What follows belongs to an exercise in optimizing a design on an open flow for small area and a short achievable clock period; a production flow would make more cautious choices.
Function was checked by simulation only, so behaviour that the tests miss may differ from the original.
Power and IR drop assume default switching activity.

==> v13: inputs <==
Design fft_capture_top, start of the top module:
module fft_capture_top (
   input  logic        clk,
   input  logic        rst,
   input  logic        run,
   input  logic        in_valid,
   input  logic [31:0] in_sample,
   input  logic        dma_act,
   input  logic [3:0]  dma_addr,
   output logic [1:0]  buf_status,
   output logic [4:0]  frame_bw,
   output logic [31:0] dma_data
);
==> module tri_bank_store, before the edit <==
module tri_bank_store (
   input  logic        clk,
   input  logic        rst,
   input  logic        accept,
   input  logic [3:0]  count,
   input  logic [2:0]  wbank,
   input  logic [31:0] wdata,
   input  logic        dma_act,
   input  logic [3:0]  dma_addr,
   output logic [31:0] dma_data
);
   logic [31:0] mem [48];
   logic [47:0] wsel;
   logic [2:0]  dbank;
   logic [3:0]  rword;
   logic [31:0] rdata;
   logic [31:0] dword [16];
   assign dbank = {wbank[1:0], wbank[2]};
   assign rword = {dma_addr[0], dma_addr[1], dma_addr[2], dma_addr[3]};
   always_comb begin
      for (int b = 0; b < 3; b++) begin
         for (int c = 0; c < 16; c++) begin
            wsel[16*b+c] = accept && wbank[b] && (count == 4'(c));
         end
      end
   end
   always_ff @(posedge clk) begin
      for (int k = 0; k < 48; k++) begin
         if (wsel[k]) mem[k] <= wdata;
      end
   end
   always_comb begin
      for (int c = 0; c < 16; c++) begin
         dword[c] = (mem[c]    & {32{dbank[0]}})
                  | (mem[16+c] & {32{dbank[1]}})
                  | (mem[32+c] & {32{dbank[2]}});
      end
   end
   always_comb begin
      rdata = '0;
      for (int c = 0; c < 16; c++) begin
         rdata = rdata | (dword[c] & {32{rword == 4'(c)}});
      end
   end
   always_ff @(posedge clk) begin
      if (rst) begin
         dma_data <= '0;
      end else if (dma_act) begin
         dma_data <= rdata;
      end
   end
endmodule
==> module fft_capture_top, before the edit <==
module fft_capture_top (
   input  logic        clk,
   input  logic        rst,
   input  logic        run,
   input  logic        in_valid,
   input  logic [31:0] in_sample,
   input  logic        dma_act,
   input  logic [3:0]  dma_addr,
   output logic [1:0]  buf_status,
   output logic [4:0]  frame_bw,
   output logic [31:0] dma_data
);
   logic       accept;
   logic [3:0] count;
   logic [2:0] wbank;
   stream_capture u_capture (
      .clk        (clk),
      .rst        (rst),
      .run        (run),
      .in_valid   (in_valid),
      .buf_status (buf_status),
      .accept     (accept),
      .count      (count),
      .wbank      (wbank)
   );
   bit_width_tracker u_width (
      .clk      (clk),
      .rst      (rst),
      .run      (run),
      .accept   (accept),
      .sample   (in_sample),
      .frame_bw (frame_bw)
   );
   tri_bank_store u_store (
      .clk      (clk),
      .rst      (rst),
      .accept   (accept),
      .count    (count),
      .wbank    (wbank),
      .wdata    (in_sample),
      .dma_act  (dma_act),
      .dma_addr (dma_addr),
      .dma_data (dma_data)
   );
endmodule
clock: 4.5 ns
lec_check: 0
cap_margin: 20
core_margin: 2
core_utilization: 70
cts_cluster_diameter: 100
cts_cluster_size: 25
place_density: 0.8
setup_slack_margin: 2.4
slew_margin: 20
run.sh (not shown) runs the stock make flow with config.mk's settings and CLKGATE_MAP_FILE= SYNTH_SCRIPT=/design/flow/synth_recipe.tcl, a recipe that flattens the netlist after the stock synthesis.
==> inputs of v22, as changes to v13 <==
--- a/flow/design.v
+++ b/flow/design.v
@@ -93,4 +93,5 @@
    input  logic        clk,
    input  logic        rst,
+   input  logic        run,
    input  logic        accept,
    input  logic [3:0]  count,
@@ -103,9 +104,17 @@
    logic [31:0] mem [48];
    logic [47:0] wsel;
-   logic [2:0]  dbank;
+   logic [2:0]  dbank [8];
    logic [3:0]  rword;
    logic [31:0] rdata;
    logic [31:0] dword [16];
-   assign dbank = {wbank[1:0], wbank[2]};
+   always_ff @(posedge clk) begin
+      for (int k = 0; k < 8; k++) begin
+         if (rst) begin
+            dbank[k] <= 3'b010;
+         end else if (run) begin
+            dbank[k] <= {dbank[k][1:0], dbank[k][2]};
+         end
+      end
+   end
    assign rword = {dma_addr[0], dma_addr[1], dma_addr[2], dma_addr[3]};
    always_comb begin
@@ -123,7 +132,9 @@
    always_comb begin
       for (int c = 0; c < 16; c++) begin
-         dword[c] = (mem[c]    & {32{dbank[0]}})
-                  | (mem[16+c] & {32{dbank[1]}})
-                  | (mem[32+c] & {32{dbank[2]}});
+         for (int j = 0; j < 32; j++) begin
+            dword[c][j] = (mem[c][j]    & dbank[j/4][0])
+                        | (mem[16+c][j] & dbank[j/4][1])
+                        | (mem[32+c][j] & dbank[j/4][2]);
+         end
       end
    end
@@ -179,4 +190,5 @@
       .clk      (clk),
       .rst      (rst),
+      .run      (run),
       .accept   (accept),
       .count    (count),
CORE_UTILIZATION = 60   (was 70)
PLACE_DENSITY = 0.7   (was 0.8)
==> inputs of v19, as changes to v13 <==
CORE_UTILIZATION = 50   (was 70)
CTS_CLUSTER_DIAMETER = unset   (was 100)
CTS_CLUSTER_SIZE = unset   (was 25)
PLACE_DENSITY = 0.6   (was 0.8)
SETUP_SLACK_MARGIN = unset   (was 2.4)
==> inputs of v36, as changes to v13 <==
--- a/flow/design.v
+++ b/flow/design.v
@@ -103,8 +103,8 @@
    logic [31:0] mem [48];
    logic [47:0] wsel;
+   logic [47:0] rsel;
    logic [2:0]  dbank;
    logic [3:0]  rword;
    logic [31:0] rdata;
-   logic [31:0] dword [16];
    assign dbank = {wbank[1:0], wbank[2]};
    assign rword = {dma_addr[0], dma_addr[1], dma_addr[2], dma_addr[3]};
@@ -113,4 +113,5 @@
          for (int c = 0; c < 16; c++) begin
             wsel[16*b+c] = accept && wbank[b] && (count == 4'(c));
+            rsel[16*b+c] = dbank[b] && (rword == 4'(c));
          end
       end
@@ -122,14 +123,7 @@
    end
    always_comb begin
-      for (int c = 0; c < 16; c++) begin
-         dword[c] = (mem[c]    & {32{dbank[0]}})
-                  | (mem[16+c] & {32{dbank[1]}})
-                  | (mem[32+c] & {32{dbank[2]}});
-      end
-   end
-   always_comb begin
       rdata = '0;
-      for (int c = 0; c < 16; c++) begin
-         rdata = rdata | (dword[c] & {32{rword == 4'(c)}});
+      for (int k = 0; k < 48; k++) begin
+         rdata = rdata | (mem[k] & {32{rsel[k]}});
       end
    end
CORE_UTILIZATION = 50   (was 70)
CTS_CLUSTER_DIAMETER = unset   (was 100)
CTS_CLUSTER_SIZE = unset   (was 25)
PLACE_DENSITY = 0.6   (was 0.8)
SETUP_SLACK_MARGIN = unset   (was 2.4)
==> comparison table <==
metric                                                            v19                  v22                   v36                  v13
WL met1                                                      68380 µm             60850 µm              84070 µm             57010 µm
Grt met1 use                                                   0.4411               0.4966                0.5334               0.5820
Crit path from                                     u_capture.wbank[1]   u_capture.count[3]           dma_addr[2]   u_capture.wbank[2]
Synth Area in Adders                                        0.0008682            0.0008563             0.0008466            0.0008682
Endpoint of the worst setup timing path          u_store.dma_data[16]  u_store.mem[11][21]  u_store.dma_data[20]  u_store.dma_data[2]
# clk buffers                                                     214                  130                   213                  130
Clock power frac                                                0.420                0.299                 0.428                0.297
Max Fclk                                                   0.2933 GHz           0.4611 GHz            0.2934 GHz           0.3894 GHz
Hold path start                                                   rst  u_width.frame_bw[4]          u_width.seen  u_width.frame_bw[3]
Fraction of area in multi-input gates                          0.1421               0.1517                0.1622               0.1490
Initial antenna violation count                                     2                    4                    14                   12
GRT met2 Usage                                                 0.4798               0.5555                0.5992               0.6292
Share of cells above drive strength 1                          0.1451               0.1678                0.1749               0.1771
Worst clock skew                                           0.02590 ns           0.02664 ns            0.03017 ns           0.02808 ns
Fraction of area in clock buffers and inverters               0.07819              0.03317               0.07476              0.03294
Switching Power                                              6.908 mW             5.741 mW              6.809 mW             5.992 mW
Vertical die dimension                                       343.5 µm             316.1 µm              347.9 µm             291.0 µm
Outcome                                                finished clean       finished clean        finished clean       finished clean

what the ideal ports hide:
How much do the figures lean on ideal ports? The routed layouts below were timed once more, with nothing changed but the port constraints.
Step 1 assumes that a clkbuf_16 drives the clock port and a buf_2 every other input.
Step 2 adds t to the input delays and takes it off the output delays; t is the mean of the earliest and latest rising clock arrival at the registers after step 1. Input paths then give back, and output paths get back, about the clock's delay inside the block.
a / b / c = ideal / step 1 / step 2; a / b = the first two.
run | t (ns) | setup slack, ns | slew at the worst register clock pin (ns)
v13 | 0.741 | 1.932 / 1.932 / 1.449 | 0.11 / 0.11
v22 | 0.746 | 2.331 / 2.302 / 1.671 | 0.10 / 0.10
v19 | 0.845 | 1.090 / 1.090 / 0.661 | 0.07 / 0.07
v36 | 0.858 | 1.092 / 1.118 / 0.260 | 0.07 / 0.07
After both steps every run listed still meets setup and hold. For v36, which loses most, drivers alone change the setup slack by +0.026 ns; drivers and shift together by -0.832 ns.
